Context: an optimization exercise on an open-source flow, tuned for small area. The choices shown serve that exercise and are no tape-out recipe. No functional check of the RTL was part of this run. Power figures rest on the tool's default switching activity, not on a simulated workload.

`flow/design.v`:
```
package motion_pkg;
    localparam int AXES = 5;
    typedef logic signed [31:0] steps_t;
    typedef struct packed {
        logic [AXES-1:0][31:0] speed;    
        steps_t [AXES-1:0]     num;      
    } move_cmd_t;
    typedef enum logic [2:0] {
        ST_IDLE,
        ST_LOAD,
        ST_RUN,
        ST_RELEASE,
        ST_HALT
    } seq_state_t;
    function automatic steps_t partial_steps(input steps_t planned, input logic [31:0] done);
        partial_steps = planned[31] ? -$signed(done) : $signed(done);
    endfunction
endpackage
module move_fifo #(
    parameter int  DEPTH = 8,
    localparam int AW    = $clog2(DEPTH)
) (
    input  logic      clk,
    input  logic      reset,
    input  logic      push_i,
    input  motion_pkg::move_cmd_t data_i,
    input  logic      pop_i,
    input  logic      flush_i,
    output motion_pkg::move_cmd_t data_o,
    output logic [AW:0] count_o,
    output logic      full_o,
    output logic      empty_o
);
    logic [motion_pkg::AXES*64-1:0] mem_q [0:DEPTH-1];
    logic [AW-1:0] wr_ptr_q;
    logic [AW-1:0] rd_ptr_q;
    logic [AW:0]   count_q;
    logic          do_push;
    logic          do_pop;
    assign full_o  = (count_q == (AW+1)'(DEPTH));
    assign empty_o = (count_q == '0);
    assign count_o = count_q;
    assign data_o  = mem_q[rd_ptr_q];
    assign do_push = push_i && !full_o && !flush_i;
    assign do_pop  = pop_i && !empty_o && !flush_i;
    always_ff @(posedge clk) begin
        if (do_push) begin
            mem_q[wr_ptr_q] <= data_i;
        end
    end
    always_ff @(posedge clk) begin
        if (reset || flush_i) begin
            wr_ptr_q <= '0;
            rd_ptr_q <= '0;
            count_q  <= '0;
        end else begin
            if (do_push) begin
                wr_ptr_q <= wr_ptr_q + 1'b1;
            end
            if (do_pop) begin
                rd_ptr_q <= rd_ptr_q + 1'b1;
            end
            case ({do_push, do_pop})
                2'b10:   count_q <= count_q + 1'b1;
                2'b01:   count_q <= count_q - 1'b1;
                default: count_q <= count_q;
            endcase
        end
    end
endmodule
module motion_queue_sequencer #(
    parameter int  DEPTH = 8,
    localparam int AW    = $clog2(DEPTH)
) (
    input  logic               clk,
    input  logic               reset,
    input  logic               cmd_valid,
    output logic               cmd_ready,
    input  logic [31:0]        cmd_speed_x,
    input  logic [31:0]        cmd_speed_y,
    input  logic [31:0]        cmd_speed_z,
    input  logic [31:0]        cmd_speed_e0,
    input  logic [31:0]        cmd_speed_e1,
    input  logic signed [31:0] cmd_num_x,
    input  logic signed [31:0] cmd_num_y,
    input  logic signed [31:0] cmd_num_z,
    input  logic signed [31:0] cmd_num_e0,
    input  logic signed [31:0] cmd_num_e1,
    input  logic               abort,
    input  logic               clear_error,
    output logic [31:0]        speed_x_main,
    output logic [31:0]        speed_y_main,
    output logic [31:0]        speed_z_main,
    output logic [31:0]        speed_e0_main,
    output logic [31:0]        speed_e1_main,
    output logic signed [31:0] num_x_m,
    output logic signed [31:0] num_y_m,
    output logic signed [31:0] num_z_m,
    output logic signed [31:0] num_e0_m,
    output logic signed [31:0] num_e1_m,
    output logic               start_driving_main,
    input  logic               finish,
    input  logic               error,
    input  logic [31:0]        num_x_now,
    input  logic [31:0]        num_y_now,
    input  logic [31:0]        num_z_now,
    input  logic [31:0]        num_e0_now,
    input  logic [31:0]        num_e1_now,
    output logic signed [31:0] pos_x,
    output logic signed [31:0] pos_y,
    output logic signed [31:0] pos_z,
    output logic signed [31:0] pos_e0,
    output logic signed [31:0] pos_e1,
    input  logic               pos_load,
    input  logic signed [31:0] pos_load_x,
    input  logic signed [31:0] pos_load_y,
    input  logic signed [31:0] pos_load_z,
    input  logic signed [31:0] pos_load_e0,
    input  logic signed [31:0] pos_load_e1,
    output logic               busy,
    output logic               halted,
    output logic [AW:0]        count,
    output logic [31:0]        moves_done
);
    motion_pkg::seq_state_t            state_q;
    motion_pkg::seq_state_t            state_d;
    motion_pkg::move_cmd_t             cmd_in;
    motion_pkg::move_cmd_t             head;
    motion_pkg::move_cmd_t             move_q;
    logic [31:0]           moves_done_q;
    logic                  fifo_full;
    logic                  fifo_empty;
    logic                  fifo_push;
    logic                  fifo_flush;
    logic                  abort_act;
    logic [motion_pkg::AXES-1:0][31:0] now_vec;
    assign cmd_in.speed = {cmd_speed_e1, cmd_speed_e0, cmd_speed_z, cmd_speed_y, cmd_speed_x};
    assign cmd_in.num   = {cmd_num_e1, cmd_num_e0, cmd_num_z, cmd_num_y, cmd_num_x};
    assign now_vec      = {num_e1_now, num_e0_now, num_z_now, num_y_now, num_x_now};
    assign abort_act  = abort && (state_q != motion_pkg::ST_HALT);
    assign cmd_ready  = !fifo_full && (state_q != motion_pkg::ST_HALT);
    assign fifo_push  = cmd_valid && cmd_ready && !abort_act;
    assign fifo_flush = abort_act || (state_d == motion_pkg::ST_HALT);
    move_fifo #(.DEPTH(DEPTH)) u_fifo (
        .clk     (clk),
        .reset   (reset),
        .push_i  (fifo_push),
        .data_i  (cmd_in),
        .pop_i   (state_q == motion_pkg::ST_LOAD),
        .flush_i (fifo_flush),
        .data_o  (head),
        .count_o (count),
        .full_o  (fifo_full),
        .empty_o (fifo_empty)
    );
    always_ff @(posedge clk) begin
        if (reset) begin
            state_q <= motion_pkg::ST_IDLE;
        end else begin
            state_q <= state_d;
        end
    end
    always_comb begin
        state_d = state_q;
        case (state_q)
            motion_pkg::ST_IDLE:    if (!fifo_empty) state_d = motion_pkg::ST_LOAD;
            motion_pkg::ST_LOAD:    state_d = motion_pkg::ST_RUN;
            motion_pkg::ST_RUN:     if (finish) state_d = error ? motion_pkg::ST_HALT : motion_pkg::ST_RELEASE;
            motion_pkg::ST_RELEASE: state_d = motion_pkg::ST_IDLE;
            motion_pkg::ST_HALT:    if (clear_error) state_d = motion_pkg::ST_IDLE;
            default:    state_d = motion_pkg::ST_IDLE;
        endcase
        if (abort_act) begin
            state_d = motion_pkg::ST_IDLE;
        end
    end
    always_comb begin
        start_driving_main = (state_q == motion_pkg::ST_RUN);
        halted             = (state_q == motion_pkg::ST_HALT);
        busy               = (state_q != motion_pkg::ST_IDLE) || !fifo_empty;
    end
    always_ff @(posedge clk) begin
        if (reset) begin
            move_q <= '0;
        end else if ((state_q == motion_pkg::ST_LOAD) && !abort_act) begin
            move_q <= head;
        end
    end
    always_ff @(posedge clk) begin
        if (reset) begin
            moves_done_q <= '0;
        end else if ((state_q == motion_pkg::ST_RUN) && (state_d == motion_pkg::ST_RELEASE)) begin
            moves_done_q <= moves_done_q + 1'b1;
        end
    end
    assign moves_done    = moves_done_q;
    assign speed_x_main  = move_q.speed[0];
    assign speed_y_main  = move_q.speed[1];
    assign speed_z_main  = move_q.speed[2];
    assign speed_e0_main = move_q.speed[3];
    assign speed_e1_main = move_q.speed[4];
    assign num_x_m       = move_q.num[0];
    assign num_y_m       = move_q.num[1];
    assign num_z_m       = move_q.num[2];
    assign num_e0_m      = move_q.num[3];
    assign num_e1_m      = move_q.num[4];
    motion_pkg::steps_t [motion_pkg::AXES-1:0] pos_q;
    motion_pkg::steps_t [motion_pkg::AXES-1:0] pos_load_vec;
    assign pos_load_vec = {pos_load_e1, pos_load_e0, pos_load_z, pos_load_y, pos_load_x};
    always_ff @(posedge clk) begin
        if (reset) begin
            pos_q <= '0;
        end else if (pos_load && ((state_q == motion_pkg::ST_IDLE) || (state_q == motion_pkg::ST_HALT))) begin
            pos_q <= pos_load_vec;
        end else if (state_q == motion_pkg::ST_RELEASE) begin
            for (int a = 0; a < motion_pkg::AXES; a++) begin
                pos_q[a] <= pos_q[a] + move_q.num[a];
            end
        end else if ((state_q == motion_pkg::ST_RUN) && ((state_d == motion_pkg::ST_HALT) || abort_act)) begin
            for (int a = 0; a < motion_pkg::AXES; a++) begin
                pos_q[a] <= pos_q[a] + motion_pkg::partial_steps(move_q.num[a], now_vec[a]);
            end
        end
    end
    assign pos_x  = pos_q[0];
    assign pos_y  = pos_q[1];
    assign pos_z  = pos_q[2];
    assign pos_e0 = pos_q[3];
    assign pos_e1 = pos_q[4];
endmodule
```
`flow/config.mk`:
```
export PLATFORM = sky130hd
export DESIGN_NAME = motion_queue_sequencer
export DESIGN_NICKNAME = motion_queue_sequencer
export VERILOG_FILES = /design/flow/design.v
export SDC_FILE = /design/flow/constraint.sdc
export NUM_CORES = 4
export LEC_CHECK = 0
export CAP_MARGIN = 20
export CORE_MARGIN = 2
export CORE_UTILIZATION = 40
export SLEW_MARGIN = 20
```
`flow/constraint.sdc`:
```
create_clock -name core_clock -period 8.0 [get_ports {clk}]
set_input_delay 1.6000 -clock core_clock [delete_from_list [all_inputs] [get_ports {clk}]]
set_output_delay 1.6000 -clock core_clock [all_outputs]
set_load 0.01 [all_outputs]
```
`flow/run.sh`:
```
#!/bin/bash
# synth_recipe.tcl (not shown) runs the flow's synth.tcl, then flattens the netlist and writes it again
# the make line also repeats each setting of config.mk as NAME=value (left out here)
make -C /OpenROAD-flow-scripts/flow DESIGN_CONFIG=/design/flow/config.mk WORK_HOME=/design/flow/orfs CLKGATE_MAP_FILE= SYNTH_SCRIPT=/design/flow/synth_recipe.tcl finish
```
==> impl_metrics.tcl <==
set metrics [dict create \
    multi_input_area_um2 37900 \
    final_nets 9821 \
    io_buffers 1167 \
    ys_warn_count 2 \
    grt_overflow_total 0 \
    die_area_um2 322000 \
    maxSlewHeadroom_pct 12.6 \
    layout.cells.most_common_list "edfxtp_1, clkdlybuf4s50_1, mux4_2" \
    worstPathCellList "clkdlybuf4s50_1 -> or3_1 -> or3b_2 -> or2_2 -> or3_4 -> or3_1 -> o41ai_1 -> xor2_1 -> o21ai_0 -> ha_1 -> a21oi_1 -> nor2b_1 -> o21ai_0 -> nand2b_1 -> a21o_1 -> a31oi_1 -> nor4b_1 -> or3_1 -> mux2i_1 -> a31oi_1" \
    end_kind "register" \
    cp.required_ns 8.72 \
    drt-pass1-iter-count 8 \
    cts_tree "yes" \
    cts_resized 0 \
    cp.arrival_ns 7.00 \
    antenna_found_initial 156 \
    grt_start_max_net_pins 169 \
    finalCriticalPeriod_ns 6.28 \
    regArea_um2 87400 \
    placed_cells 12795 \
    maxCapViolations 0 \
    wirelength_mm 406 \
    cpMostUsedCell "or3_1" \
    final.setup_skew_ns 0.0832 \
    drt_iter0_drc 7706 \
    utilization_pct 49.4 \
    crit_type "in -> reg" \
    vdd_drop_max_uv 203 \
    initial_core_util_pct 40.3 \
    crit_slowest_cell "clkdlybuf4s50_1" \
    avgSynthCellArea_um2 16.3 \
    maxSlewViolCount 0 \
    cts_root_buf "clkbuf_16" \
    hold_class "reg -> reg" \
    synth.cell_area_um2 127000 \
    synth_nets 8634 \
    ios 1168 \
    die_h_um 568 \
    nFillCells 26481 \
    core_um2 315000 \
    leakage_nw 48.7 \
    via_count 76382 \
    area_growth_pct 22.5 \
    path_buf_inv 1 \
    drcViolationCount 0 \
    synth_flop_cell "edfxtp_1" \
    yosys_register_bits 3085 \
    dpl.hpwl_mm 271 \
    gp_congestion 0.927 \
    place_area_um2 144000 \
    run_status "complete, no violations" \
    grt_pass1_wl_mm 570 \
    syn_inst 7789 \
    grt_pass1_vias 75075 \
    postCtsSetupRepairBufs 0 \
    power_density_nw_per_um2 230 \
    cp-start-kind "input pin" \
    drive_gt1_share_pct 14.6 \
    rsz0062_at_grt "no" \
    tightest_slew_ns 1.31 \
    ys_seq_area_share_pct 68.8 \
    cts-hold-fix-buffers 0 \
    clk_latency_ns 0.93 \
    wl_per_cell_um 30.1 \
    instances_no_fill 13493 \
    htreeDepth 5 \
    vias_per_cell 5.66 \
    cp_max_fo 9 \
    layout.cells.most_common "edfxtp_1" \
    finalSetupViolCount 0 \
    min_period_over_period_pct 78.5 \
    num_rows 206 \
    path_clk_slew_ns 0.06 \
    clkSinkCount 3085 \
    synth-edff-count 2560 \
    finalHoldViolCount 0 \
    whs_ns 0.499 \
    cts-buffers-inserted 339 \
    synth.distinct_cells 76 \
    stdcell_area_um2 156000 \
    antenna_left 0 \
    slowest_delay_ns 0.49 \
    track_usage_pct 24.5 \
    die_x_um 568 \
    max_freq_mhz 159 \
    cts_buffer_depth 4 \
    async_flop_share_pct 0 \
    cp_top_family "simple AND/OR/NAND/NOR gates" \
]
[per-layer routing]
layer / track usage [%] / vias up / part of all wire [%]
li1: - / 33385 / -
met3: 5.92 / 666 / 8.0
met2: 38.7 / 2897 / 47
met1: 33.1 / 39318 / 42
met4: 8.92 / 116 / 3.6
met5: 0 / - / 0.18
[cell families after synthesis]
family,Yosys count,share of synthesized area [%]
compound gates,1311,6.83
mux,975,14.0
flops,3085,68.8
fa+ha+maj,197,1.97
buf+inv,508,1.50
simple gates,1403,4.82
xor+xnor,310,2.14
[cell usage after synthesis (6+ instances only)]
cell / instances / area share (%)
or2_2: 13 / 0.064
o22ai_1: 29 / 0.14
inv_1: 54 / 0.16
a21o_1: 97 / 0.57
a31oi_1: 20 / 0.098
o41ai_1: 29 / 0.20
xor2_1: 201 / 1.4
o31ai_1: 42 / 0.25
buf_1: 98 / 0.29
and3_1: 13 / 0.064
ha_1: 191 / 1.9
or4_1: 20 / 0.12
a211o_1: 6 / 0.041
nor3_1: 44 / 0.17
or3_1: 44 / 0.22
nand4_1: 29 / 0.14
fa_1: 6 / 0.095
and2_1: 7 / 0.034
a22oi_1: 8 / 0.047
xnor2_1: 109 / 0.75
clkbuf_1: 355 / 1.0
nor4_1: 21 / 0.10
mux4_2: 640 / 11
a2111oi_0: 21 / 0.14
a311oi_1: 73 / 0.50
nor2b_1: 21 / 0.10
o21a_1: 17 / 0.10
edfxtp_1: 2560 / 60
nand2_1: 481 / 1.4
a211oi_1: 356 / 2.1
nand2b_1: 28 / 0.14
nor2_1: 596 / 1.8
o21bai_1: 24 / 0.14
o21ai_0: 308 / 1.2
mux2i_1: 335 / 2.6
o211ai_1: 17 / 0.10
dfxtp_1: 525 / 8.3
a21oi_1: 216 / 0.85
nor3b_1: 6 / 0.035
nand3_1: 48 / 0.19
[power breakdown]
group / leakage (nW) / total, W / internal (W) / switching [W]
Combinational: 15.7 / 0.00218 / 0.000930 / 0.00125
Clock: 5.59 / 0.0159 / 0.00944 / 0.00651
Sequential: 27.4 / 0.0177 / 0.0176 / 0.000147
[worst min-delay path, cell delays in order (launching register included)]
cell      delay [ns]
dfxtp_1         0.31
nor2_1          0.10
a211oi_1        0.05
[final timing paths]
path | startpoint | endpoint | slack, ns | depth (start not counted)
worst max-delay path | num_e0_now[2] | pos_q[127] | 1.72 | 20
worst min-delay path | move_q[189] | move_q[189] | 0.50 | 2
worst max register to register | state_q[1] | pos_q[88] | 2.11 | 17
worst min register to register | move_q[189] | move_q[189] | 0.50 | 2
[final cells by class]
class | instances | share of cell area (%)
Multi-Input combinational cell | 4196 | 24.4
Antenna cell | 65 | 0.104
Clock buffer | 458 | 6.02
Clock inverter | 175 | 1.37
Sequential cell | 3085 | 56.1
Tap cell | 4160 | 3.34
Inverter | 54 | 0.130
Timing Repair Buffer | 1300 | 8.56
[stage by stage]
step	setup slack [ns]	total power (W)	setup TNS [ns]
6_report	1.72	0.0358	0
5_1_grt	1.46	0.0369	0
4_1_cts	1.86	0.0361	0
3_5_place_dp	0.937	0.0202	0
3_3_place_gp	0.775	0.0202	0
2_1_floorplan	-3.47	0.0190	-6006.80
[flip-flops by register name, indices dropped and copies added, names as in the netlist]
| signal | count |
|---|---|
| move_q | 320 |
| moves_done_q | 32 |
| pos_q | 160 |
| state_q | 3 |
| u_fifo.count_q | 4 |
| u_fifo.mem_q | 2560 |
| u_fifo.rd_ptr_q | 3 |
| u_fifo.wr_ptr_q | 3 |

-- re-timing with driven ports --
In the flow no input, the clock included, has a driving cell. The finished layout below was timed again as built, in two steps. Step 1 assumes that a clkbuf_16 drives the clock port and a buf_2 every other input. Step 2 also shifts input and output timing later by t, the mid clock arrival at the registers, as if the neighbouring blocks saw the same clock. Slacks: ideal ports / drivers / drivers and shift; pairs: ideal ports / drivers.
t, ns: 0.986
setup slack, ns: 1.722 / 1.733 / 0.747
slew at the worst register clock pin (ns): 0.07 / 0.07
worst data-port slew with drivers (ns): 0.27
After both steps this run still meets setup and hold. The setup slack of this run moves by +0.011 ns with the drivers and by -0.975 ns with both steps.
